This design comes from an exercise in tuning for small area, a short achievable clock period and few clock cycles on the open sky130 flow, not from production work.
Only simulation tests tie the RTL to the original design; equivalence was not proved.
Power figures rest on the tool's default switching activity, not on a simulated workload.

<file path="flow/config.mk">
export PLATFORM = sky130hd
export DESIGN_NAME = mipsCore
export DESIGN_NICKNAME = mipsCore
export VERILOG_FILES = /design/flow/design.v
export SDC_FILE = /design/flow/constraint.sdc
export NUM_CORES = 4
export LEC_CHECK = 0
export CAP_MARGIN = 20
export CELL_PAD_IN_SITES_DETAIL_PLACEMENT = 2
export CELL_PAD_IN_SITES_GLOBAL_PLACEMENT = 3
export CORE_MARGIN = 2
export CORE_UTILIZATION = 30
export PLACE_DENSITY = 0.5
export SLEW_MARGIN = 20
</file>
<file path="flow/constraint.sdc">
create_clock -name core_clock -period 10.0 [get_ports {clk}]
set_input_delay 2.0000 -clock core_clock [delete_from_list [all_inputs] [get_ports {clk}]]
set_output_delay 2.0000 -clock core_clock [all_outputs]
set_load 0.01 [all_outputs]
</file>
<file path="flow/design.v">
package mipsPkg;
  typedef logic [31:0] wordT;      
  typedef logic [4:0]  regAddrT;   
  typedef logic [31:0] addrT;      
  localparam regAddrT zeroReg = 5'd0;   
  localparam int dmemWords = 64;        
  localparam logic [5:0] opRtype = 6'h00;
  localparam logic [5:0] opLw    = 6'h23;
  localparam logic [5:0] opSw    = 6'h2b;
  localparam logic [5:0] opBeq   = 6'h04;
  localparam logic [5:0] opAddiu = 6'h09;
  localparam logic [5:0] fnAddu = 6'h21;
  localparam logic [5:0] fnSubu = 6'h23;
  localparam logic [5:0] fnAnd  = 6'h24;
  localparam logic [5:0] fnOr   = 6'h25;
  localparam logic [5:0] fnSlt  = 6'h2a;
  typedef enum logic [2:0] {ADD, SUB, AND, OR, SLT} aluOpT;   
  typedef enum logic [1:0] {fwdNone, fwdWb, fwdMem} fwdSelT;  
  typedef struct packed {
    logic  regWrite;   
    logic  memToReg;   
    logic  memWrite;
    logic  aluSrc;     
    logic  regDst;     
    logic  branch;
    aluOpT aluOp;
  } ctrlT;
  typedef struct packed {
    ctrlT    ctrl;
    regAddrT rs;
    regAddrT rt;
    regAddrT rd;
    wordT    srcA;   
    wordT    srcB;
    wordT    imm;    
  } deStageT;
  typedef struct packed {
    ctrlT    ctrl;
    regAddrT rs;
    regAddrT writeReg;    
    wordT    aluOut;      
    wordT    writeData;   
  } emStageT;
  typedef struct packed {
    logic    regWrite;
    logic    memToReg;
    regAddrT writeReg;
    wordT    aluOut;
    wordT    readData;
  } mwStageT;
endpackage
`timescale 1ns/1ps
module regFile (
  input  logic             clk,
  input  logic             arstN,
  input  mipsPkg::regAddrT ra1,
  input  mipsPkg::regAddrT ra2,
  output mipsPkg::wordT    rd1,
  output mipsPkg::wordT    rd2,
  input  logic             we,
  input  mipsPkg::regAddrT wa,
  input  mipsPkg::wordT    wd
);
  mipsPkg::wordT regs [32];
  always_ff @(negedge clk or negedge arstN) begin
    if (!arstN) begin
      for (int i = 0; i < 32; i++) begin
        regs[i] <= '0;
      end
    end else if (we && (wa != mipsPkg::zeroReg)) begin
      regs[wa] <= wd;
    end
  end
  assign rd1 = (ra1 == mipsPkg::zeroReg) ? '0 : regs[ra1];   
  assign rd2 = (ra2 == mipsPkg::zeroReg) ? '0 : regs[ra2];
endmodule
`timescale 1ns/1ps
module hazardUnit (
  input  logic             branchD,
  input  mipsPkg::regAddrT rsD,
  input  mipsPkg::regAddrT rtD,
  input  mipsPkg::regAddrT rsE,
  input  mipsPkg::regAddrT rtE,
  input  mipsPkg::regAddrT rtM,
  input  logic             memToRegE,
  input  logic             regWriteE,
  input  mipsPkg::regAddrT writeRegE,
  input  mipsPkg::regAddrT writeRegM,
  input  mipsPkg::regAddrT writeRegW,
  input  logic             memToRegM,
  input  logic             regWriteM,
  input  logic             regWriteW,
  input  logic             memWriteM,
  output logic             stallF,
  output logic             stallD,
  output logic             flushE,
  output logic             forwardAD,
  output logic             forwardBD,
  output logic             forwardMM,
  output mipsPkg::fwdSelT  forwardAE,
  output mipsPkg::fwdSelT  forwardBE
);
  logic lwStall;
  logic branchStall;
  logic stall;
  function automatic logic hits(input mipsPkg::regAddrT src, input mipsPkg::regAddrT dst,
                                input logic wr);
    hits = wr && (src != mipsPkg::zeroReg) && (src == dst);
  endfunction
  assign forwardAE = hits(rsE, writeRegM, regWriteM) ? mipsPkg::fwdMem :
                     hits(rsE, writeRegW, regWriteW) ? mipsPkg::fwdWb : mipsPkg::fwdNone;
  assign forwardBE = hits(rtE, writeRegM, regWriteM) ? mipsPkg::fwdMem :
                     hits(rtE, writeRegW, regWriteW) ? mipsPkg::fwdWb : mipsPkg::fwdNone;
  assign forwardAD = hits(rsD, writeRegM, regWriteM);   
  assign forwardBD = hits(rtD, writeRegM, regWriteM);
  assign forwardMM = memWriteM && hits(rtM, writeRegW, regWriteW);
  assign lwStall = memToRegE && ((rtE == rsD) || (rtE == rtD));   
  assign branchStall = branchD &&
                       ((regWriteE && ((writeRegE == rsD) || (writeRegE == rtD))) ||
                        (memToRegM && ((writeRegM == rsD) || (writeRegM == rtD))));
  assign stall  = lwStall || branchStall;
  assign stallF = stall;
  assign stallD = stall;
  assign flushE = stall;   
endmodule
`timescale 1ns/1ps
module decodeStage (
  input  mipsPkg::wordT    instr,
  input  mipsPkg::addrT    pcPlus4,
  input  mipsPkg::wordT    rd1,
  input  mipsPkg::wordT    rd2,
  input  mipsPkg::wordT    aluOutM,
  input  logic             forwardAD,
  input  logic             forwardBD,
  output mipsPkg::ctrlT    ctrl,
  output mipsPkg::regAddrT rs,
  output mipsPkg::regAddrT rt,
  output mipsPkg::regAddrT rd,
  output mipsPkg::wordT    srcA,
  output mipsPkg::wordT    srcB,
  output mipsPkg::wordT    imm,
  output logic             pcSrc,
  output mipsPkg::addrT    pcBranch
);
  assign rs  = instr[25:21];
  assign rt  = instr[20:16];
  assign rd  = instr[15:11];
  assign imm = {{16{instr[15]}}, instr[15:0]};
  always_comb begin
    ctrl = '0;   
    case (instr[31:26])
      mipsPkg::opRtype: begin
        ctrl.regWrite = 1'b1;
        ctrl.regDst   = 1'b1;
        case (instr[5:0])
          mipsPkg::fnAddu: ctrl.aluOp = mipsPkg::ADD;
          mipsPkg::fnSubu: ctrl.aluOp = mipsPkg::SUB;
          mipsPkg::fnAnd:  ctrl.aluOp = mipsPkg::AND;
          mipsPkg::fnOr:   ctrl.aluOp = mipsPkg::OR;
          mipsPkg::fnSlt:  ctrl.aluOp = mipsPkg::SLT;
          default:         ctrl       = '0;   
        endcase
      end
      mipsPkg::opLw: begin
        ctrl.regWrite = 1'b1;
        ctrl.memToReg = 1'b1;
        ctrl.aluSrc   = 1'b1;   
      end
      mipsPkg::opSw: begin
        ctrl.memWrite = 1'b1;
        ctrl.aluSrc   = 1'b1;
      end
      mipsPkg::opBeq: begin
        ctrl.branch = 1'b1;
        ctrl.aluOp  = mipsPkg::SUB;   
      end
      mipsPkg::opAddiu: begin
        ctrl.regWrite = 1'b1;
        ctrl.aluSrc   = 1'b1;
      end
      default: ctrl = '0;
    endcase
  end
  assign srcA = forwardAD ? aluOutM : rd1;
  assign srcB = forwardBD ? aluOutM : rd2;
  assign pcSrc    = ctrl.branch && (srcA == srcB);   
  assign pcBranch = pcPlus4 + {imm[29:0], 2'b00};    
endmodule
`timescale 1ns/1ps
module executeStage (
  input  mipsPkg::deStageT  de,
  input  mipsPkg::wordT     aluOutM,
  input  mipsPkg::wordT     resultW,
  input  mipsPkg::fwdSelT   forwardAE,
  input  mipsPkg::fwdSelT   forwardBE,
  output mipsPkg::emStageT  em,
  output mipsPkg::regAddrT  writeRegE
);
  mipsPkg::wordT srcA;
  mipsPkg::wordT srcBReg;   
  mipsPkg::wordT srcB;
  mipsPkg::wordT aluOut;
  function automatic mipsPkg::wordT pickSrc(input mipsPkg::fwdSelT sel,
                                            input mipsPkg::wordT regVal,
                                            input mipsPkg::wordT memVal,
                                            input mipsPkg::wordT wbVal);
    case (sel)
      mipsPkg::fwdMem: pickSrc = memVal;
      mipsPkg::fwdWb:  pickSrc = wbVal;
      default:         pickSrc = regVal;
    endcase
  endfunction
  assign srcA    = pickSrc(forwardAE, de.srcA, aluOutM, resultW);
  assign srcBReg = pickSrc(forwardBE, de.srcB, aluOutM, resultW);
  assign srcB    = de.ctrl.aluSrc ? de.imm : srcBReg;   
  always_comb begin
    case (de.ctrl.aluOp)
      mipsPkg::ADD: aluOut = srcA + srcB;
      mipsPkg::SUB: aluOut = srcA - srcB;
      mipsPkg::AND: aluOut = srcA & srcB;
      mipsPkg::OR:  aluOut = srcA | srcB;
      mipsPkg::SLT: aluOut = {31'b0, $signed(srcA) < $signed(srcB)};   
      default:      aluOut = '0;
    endcase
  end
  assign writeRegE = de.ctrl.regDst ? de.rd : de.rt;   
  always_comb begin
    em.ctrl      = de.ctrl;
    em.rs        = de.rs;
    em.writeReg  = writeRegE;
    em.aluOut    = aluOut;
    em.writeData = srcBReg;
  end
endmodule
`timescale 1ns/1ps
module memoryStage (
  input  logic              clk,
  input  logic              arstN,
  input  mipsPkg::emStageT  em,
  input  mipsPkg::wordT     resultW,
  input  logic              forwardMM,
  output mipsPkg::mwStageT  mw
);
  mipsPkg::wordT dmem [mipsPkg::dmemWords];
  logic [$clog2(mipsPkg::dmemWords)-1:0] wordIdx;
  mipsPkg::wordT storeData;
  assign wordIdx   = em.aluOut[$clog2(mipsPkg::dmemWords)+1:2];   
  assign storeData = forwardMM ? resultW : em.writeData;         
  logic [mipsPkg::dmemWords-1:0] written;
  always_ff @(posedge clk or negedge arstN) begin
    if (!arstN) begin
      written <= '0;
    end else if (em.ctrl.memWrite) begin
      written[wordIdx] <= 1'b1;
    end
  end
  always_ff @(posedge clk) begin
    if (em.ctrl.memWrite) begin
      dmem[wordIdx] <= storeData;
    end
  end
  always_comb begin
    mw.regWrite = em.ctrl.regWrite;
    mw.memToReg = em.ctrl.memToReg;
    mw.writeReg = em.writeReg;
    mw.aluOut   = em.aluOut;
    mw.readData = written[wordIdx] ? dmem[wordIdx] : '0;   
  end
endmodule
`timescale 1ns/1ps
module mipsCore (
  input  logic             clk,
  input  logic             arstN,
  output mipsPkg::addrT    imemAddr,
  input  mipsPkg::wordT    imemData,
  output logic             wbValid,
  output mipsPkg::regAddrT wbReg,
  output mipsPkg::wordT    wbData
);
  typedef struct packed {
    mipsPkg::wordT instr;
    mipsPkg::addrT pcPlus4;
  } fdStageT;   
  mipsPkg::addrT    pc;
  mipsPkg::addrT    pcPlus4F;
  fdStageT          fd;
  mipsPkg::deStageT de;
  mipsPkg::deStageT deNext;
  mipsPkg::emStageT em;
  mipsPkg::emStageT emNext;
  mipsPkg::mwStageT mw;
  mipsPkg::mwStageT mwNext;
  mipsPkg::ctrlT    ctrlD;
  mipsPkg::regAddrT rsD;
  mipsPkg::regAddrT rtD;
  mipsPkg::regAddrT rdD;
  mipsPkg::wordT    rd1D;
  mipsPkg::wordT    rd2D;
  mipsPkg::wordT    srcAD;
  mipsPkg::wordT    srcBD;
  mipsPkg::wordT    immD;
  logic             pcSrcD;
  mipsPkg::addrT    pcBranchD;
  mipsPkg::regAddrT writeRegE;
  mipsPkg::wordT    resultW;
  logic             stallF;
  logic             stallD;
  logic             flushD;
  logic             flushE;
  logic             forwardAD;
  logic             forwardBD;
  logic             forwardMM;
  mipsPkg::fwdSelT  forwardAE;
  mipsPkg::fwdSelT  forwardBE;
  assign imemAddr = pc;
  assign pcPlus4F = pc + 32'd4;
  assign flushD   = pcSrcD;   
  always_ff @(posedge clk or negedge arstN) begin
    if (!arstN) begin
      pc <= '0;
    end else if (!stallF) begin
      pc <= pcSrcD ? pcBranchD : pcPlus4F;
    end
  end
  always_ff @(posedge clk or negedge arstN) begin
    if (!arstN) begin
      fd <= '0;
      de <= '0;
      em <= '0;
      mw <= '0;
    end else begin
      if (!stallD) begin
        fd <= flushD ? '0 : {imemData, pcPlus4F};
      end
      de <= flushE ? '0 : deNext;   
      em <= emNext;
      mw <= mwNext;
    end
  end
  regFile uRegFile (
    .clk(clk), .arstN(arstN),
    .ra1(rsD), .ra2(rtD), .rd1(rd1D), .rd2(rd2D),
    .we(mw.regWrite), .wa(mw.writeReg), .wd(resultW)
  );
  decodeStage uDecode (
    .instr(fd.instr), .pcPlus4(fd.pcPlus4),
    .rd1(rd1D), .rd2(rd2D), .aluOutM(em.aluOut),
    .forwardAD(forwardAD), .forwardBD(forwardBD),
    .ctrl(ctrlD), .rs(rsD), .rt(rtD), .rd(rdD),
    .srcA(srcAD), .srcB(srcBD), .imm(immD),
    .pcSrc(pcSrcD), .pcBranch(pcBranchD)
  );
  assign deNext = {ctrlD, rsD, rtD, rdD, srcAD, srcBD, immD};   
  hazardUnit uHazard (
    .branchD(ctrlD.branch), .rsD(rsD), .rtD(rtD),
    .rsE(de.rs), .rtE(de.rt), .rtM(em.writeReg),   
    .memToRegE(de.ctrl.memToReg), .regWriteE(de.ctrl.regWrite),
    .writeRegE(writeRegE), .writeRegM(em.writeReg), .writeRegW(mw.writeReg),
    .memToRegM(em.ctrl.memToReg), .regWriteM(em.ctrl.regWrite),
    .regWriteW(mw.regWrite), .memWriteM(em.ctrl.memWrite),
    .stallF(stallF), .stallD(stallD), .flushE(flushE),
    .forwardAD(forwardAD), .forwardBD(forwardBD), .forwardMM(forwardMM),
    .forwardAE(forwardAE), .forwardBE(forwardBE)
  );
  executeStage uExecute (
    .de(de), .aluOutM(em.aluOut), .resultW(resultW),
    .forwardAE(forwardAE), .forwardBE(forwardBE),
    .em(emNext), .writeRegE(writeRegE)
  );
  memoryStage uMemory (
    .clk(clk), .arstN(arstN),
    .em(em), .resultW(resultW), .forwardMM(forwardMM), .mw(mwNext)
  );
  assign resultW = mw.memToReg ? mw.readData : mw.aluOut;
  assign wbValid = mw.regWrite && (mw.writeReg != mipsPkg::zeroReg);   
  assign wbReg   = mw.writeReg;
  assign wbData  = resultW;
endmodule
</file>
<file path="flow/run.sh">
#!/bin/bash
# synth_recipe.tcl (not shown) runs the flow's synth.tcl, then flattens the netlist and writes it again
# the make line also repeats each setting of config.mk as NAME=value (left out here)
make -C /OpenROAD-flow-scripts/flow DESIGN_CONFIG=/design/flow/config.mk WORK_HOME=/design/flow/orfs CLKGATE_MAP_FILE= SYNTH_SCRIPT=/design/flow/synth_recipe.tcl finish
</file>
==> results_dict.tcl <==
set metrics [dict create \
    critPathCaptureType "flip-flop" \
    maxCapViolCount 0 \
    synthXorXnorAreaFrac_pct 0.882 \
    slew_headroom_pct 13.4 \
    ant_nets 0 \
    seqPwrFrac_pct 45.6 \
    layoutNonFillerInstCount 18900 \
    synth_compound_area_share_pct 18.4 \
    syn_area_um2 146000 \
    post-route-util_pct 35.5 \
    grt_pass1_vias 119000 \
    drc_errors 0 \
    static-leakage-power_nw 63.4 \
    finalMaxSlewViolations 0 \
    holdWs_ns 0.353 \
    synth_fa_ha_area_share_pct 1.15 \
    cts.path.max_buffers 4 \
    die_area_um2 492000 \
    root_buffer "clkbuf_16" \
    async_flop_share_pct 40.5 \
    pwr-share-clk_pct 44.3 \
    crit_type "flip-flop to flip-flop" \
    vias 114000 \
    crit_path_start_kind "flip-flop" \
    cts_tree "yes" \
    num_rows 256 \
    finalWirelength_mm 812 \
    cts_buffers 408 \
    worstMarginPinSlew_ns 1.30 \
    cellPowerDensity_nw_per_um2 200 \
    portBuffers 103 \
    coreArea_um2 486000 \
    combPwrFrac_pct 10.2 \
    synth.area.top_cells "edfxtp_1, dfrtn_1, dfrtp_1, a22oi_1, o21ai_0" \
    post_cts_buffers 0 \
    switchingPower_mw 9.46 \
    detail_route.wl_per_cell_um 43.0 \
    peakVddDrop_v 0.000168 \
    ys.flop_type "edfxtp_1" \
    min_path_type "flip-flop to flip-flop" \
    grt_pass1_wl_mm 1100 \
    synth_nets 12200 \
    placed_cells 18100 \
    dr.pass1.iters 6 \
    htree_num_levels 5 \
    synth_top_area_share_pct 42.1 \
    synth_edf_count 2048 \
    setup_viol 0 \
    synth_cell_types 100 \
    ys_seq_area_share_pct 66.0 \
    gp_congestion 0.857 \
    drive_above_1_share_pct 12.3 \
    outcome "no timing/DRC/antenna violations" \
    p_int_mw 25.0 \
    syn2layout_area_growth_pct 17.9 \
    synth_top_area_cell "edfxtp_1" \
    fin_nets 12200 \
    synthMuxAreaShare_pct 0.607 \
    clk_pin_slew_ns 0.06 \
    clock_latency_ns 1.05 \
    required_ns 10.87 \
    io_pins 104 \
    antenna_found_initial 103 \
    grt_remaining_overflow 0 \
    die_w_um 702 \
    start_util_pct 30.1 \
    grtUsageTotal_pct 32.4 \
    power.share.switching_pct 27.5 \
    grt_max_degree 157 \
    fp.dieH_um 702 \
    fin_skew_ns 0.146 \
    synth_simple_gate_area_share_pct 9.83 \
    cts.sinks 3441 \
    syn_inst 12000 \
    ys_ff_latch 3441 \
    dpl.hpwl_mm 495 \
    crit_arrival_ns 10.55 \
    synth_top_family_by_area "compound AO/OA/AOI/OAI gates" \
    yosysWarnings 7 \
    crit_fanout 31 \
    rsz0062_at_grt "false" \
    syn_avg_cell_area_um2 12.2 \
    final-hold-violation-count 0 \
    drtIter0Drc 11600 \
    vias_per_cell 6.05 \
]
[metal layers]
layer  GRT usage [%]  wire length [um]  vias up
li1                -                 -    46100
met1            43.0            346000    62800
met2            53.7            385000     4077
met3            3.64             40800     1293
met4            13.6             40600       20
met5               0               165        -
[flip-flops by register name, summed over array words and instances (netlist names)]
register         cells
uMemory.dmem      2048
uRegFile.regs      992
de                  98
em                  72
mw                  71
fd                  64
uMemory.written     64
pc                  32
[cells in the final DEF, fill, tap and decap left out, types with 43 or more instances in the layout]
master           Yosys  final
xor2_1              61     61
o21bai_1            76     76
nand4_1            197    197
and3_1             348    341
nand2_1            988    974
nand3_1            148    146
clkinv_2             0     55
a21oi_1            756    756
xnor2_1             86     86
buf_12               0     67
clkdlybuf4s50_1      0    102
clkbuf_1           793     95
o31ai_1             64     64
edfxtp_1          2048   2048
nor4_1             127     95
buf_4               20    490
a22o_1             205    204
ha_1               130    130
a31oi_1            188    187
a2111oi_0           97     97
clkbuf_8             0     50
nor3_1              54     44
clkbuf_16            0    414
a41oi_1             59     53
nor2_1             879    760
diode_2              0     43
a221oi_1           221    221
a22oi_1           1292   1291
and2_1              79     76
dfrtn_1            992    992
clkinv_1             0     65
nor2_4               8    131
o21ai_0            764    731
dfrtp_1            401    386
inv_1              154    154
[final cells by class]
class | count | area, um^2
inverters | 154 | 578
repair buffers | 666 | 6200
flip-flops and latches | 3441 | 96400
fillers | 50000 | 313000
clock buffers | 560 | 11400
well taps | 6450 | 8070
clock inverters | 182 | 1990
diodes | 43 | 108
multi-input cells | 7397 | 47500
[path summary, 6_finish.rpt]
| kind | startpoint | cells past startpoint | slack [ns] | to |
|---|---|---|---|---|
| max | uRegFile.regs[18][0] | 14 | 0.32 | pc[24] |
| min | de[117] | 0 | 0.35 | em[80] |
| max reg2reg | uRegFile.regs[18][0] | 14 | 0.32 | pc[24] |
| min reg2reg | de[117] | 0 | 0.35 | em[80] |
| max in group asynchronous | arstN | 2 | 2.78 | uRegFile.regs[22][18] |
| min in group asynchronous | arstN | 2 | 1.60 | de[51] |
[critical path: stages (launching register included)]
cell and delay [ns]:
dfrtn_1 0.36, and3_1 0.15, a2111oi_0 0.67, nand4_1 0.19, nor4_1 0.30, buf_4 0.23
o21ai_0 0.23, xnor2_1 0.56, nand4_1 0.25, nor4_4 0.57, and3_4 0.33, buf_12 0.15
buf_12 0.20, o32ai_1 0.11, a211o_1 0.30
[stage by stage]
step / cell area (um^2) / power [mW] / TNS [ns] / worst slack [ns]
after floorplan: 146000 / 17.4 / 0 / 1.55
after CTS: 172000 / 34.7 / 0 / 0.0275
after global placement: 159000 / 19.4 / -1.80 / -0.128
after detailed placement: 159000 / 19.5 / -0.129 / -0.0316
after global routing: 172000 / 35.4 / 0 / 0.122
final: 172000 / 34.4 / 0 / 0.322
[power groups by stage]
stage,sequential [mW],clock [mW],combinational (mW)
final,15.7,15.2,3.50
after global routing,15.7,16.0,3.69
after CTS,15.7,15.5,3.51
after detailed placement,16.0,0,3.50
after global placement,16.0,0,3.45
after floorplan,15.8,0,1.61
[timing repair]
action	CTS	global route
setup endpoints to repair	0	7
resized for setup	0	1
hold buffers	0	0
[cells by family (layout without fill, tap and decap cells)]
kind of cell             Yosys count  in the layout
multiplexers                      85             85
AND/OR/NAND/NOR                 3035           3035
AO/OA/AOI/OAI                   3997           3997
buffers and inverters           1152           1562
XOR/XNOR                         147            147
other                              0             43
flip-flops                      3441           3441
adder cells (fa/ha/maj)          133            133
[cells in the mapped netlist (14+ instances only)]
master	instances
mux2i_1	65
a221oi_1	221
ha_1	130
nand3b_1	33
edfxtp_1	2048
inv_1	154
nand3_1	148
buf_4	20
a2bb2oi_1	20
buf_2	85
xor2_1	61
a31o_2	14
mux2_2	16
a41oi_1	59
nor2_1	879
dfrtn_1	992
dfrtp_1	401
buf_1	94
a22oi_1	1292
and3_1	348
or3_1	21
nand2_1	988
xnor2_1	86
o31ai_1	64
o21bai_1	76
clkbuf_1	793
nand2b_1	31
o22ai_1	24
nand4_1	197
o21ai_0	764
nor4_1	127
a31oi_1	188
a21o_1	21
and2_1	79
nor2b_1	27
a211o_1	24
a211oi_1	32
a2111oi_0	97
a22o_1	205
a21oi_1	756
o21a_1	31
nor3_1	54
Testbench counts, summed over its fixed seeds: cycles 24,929.
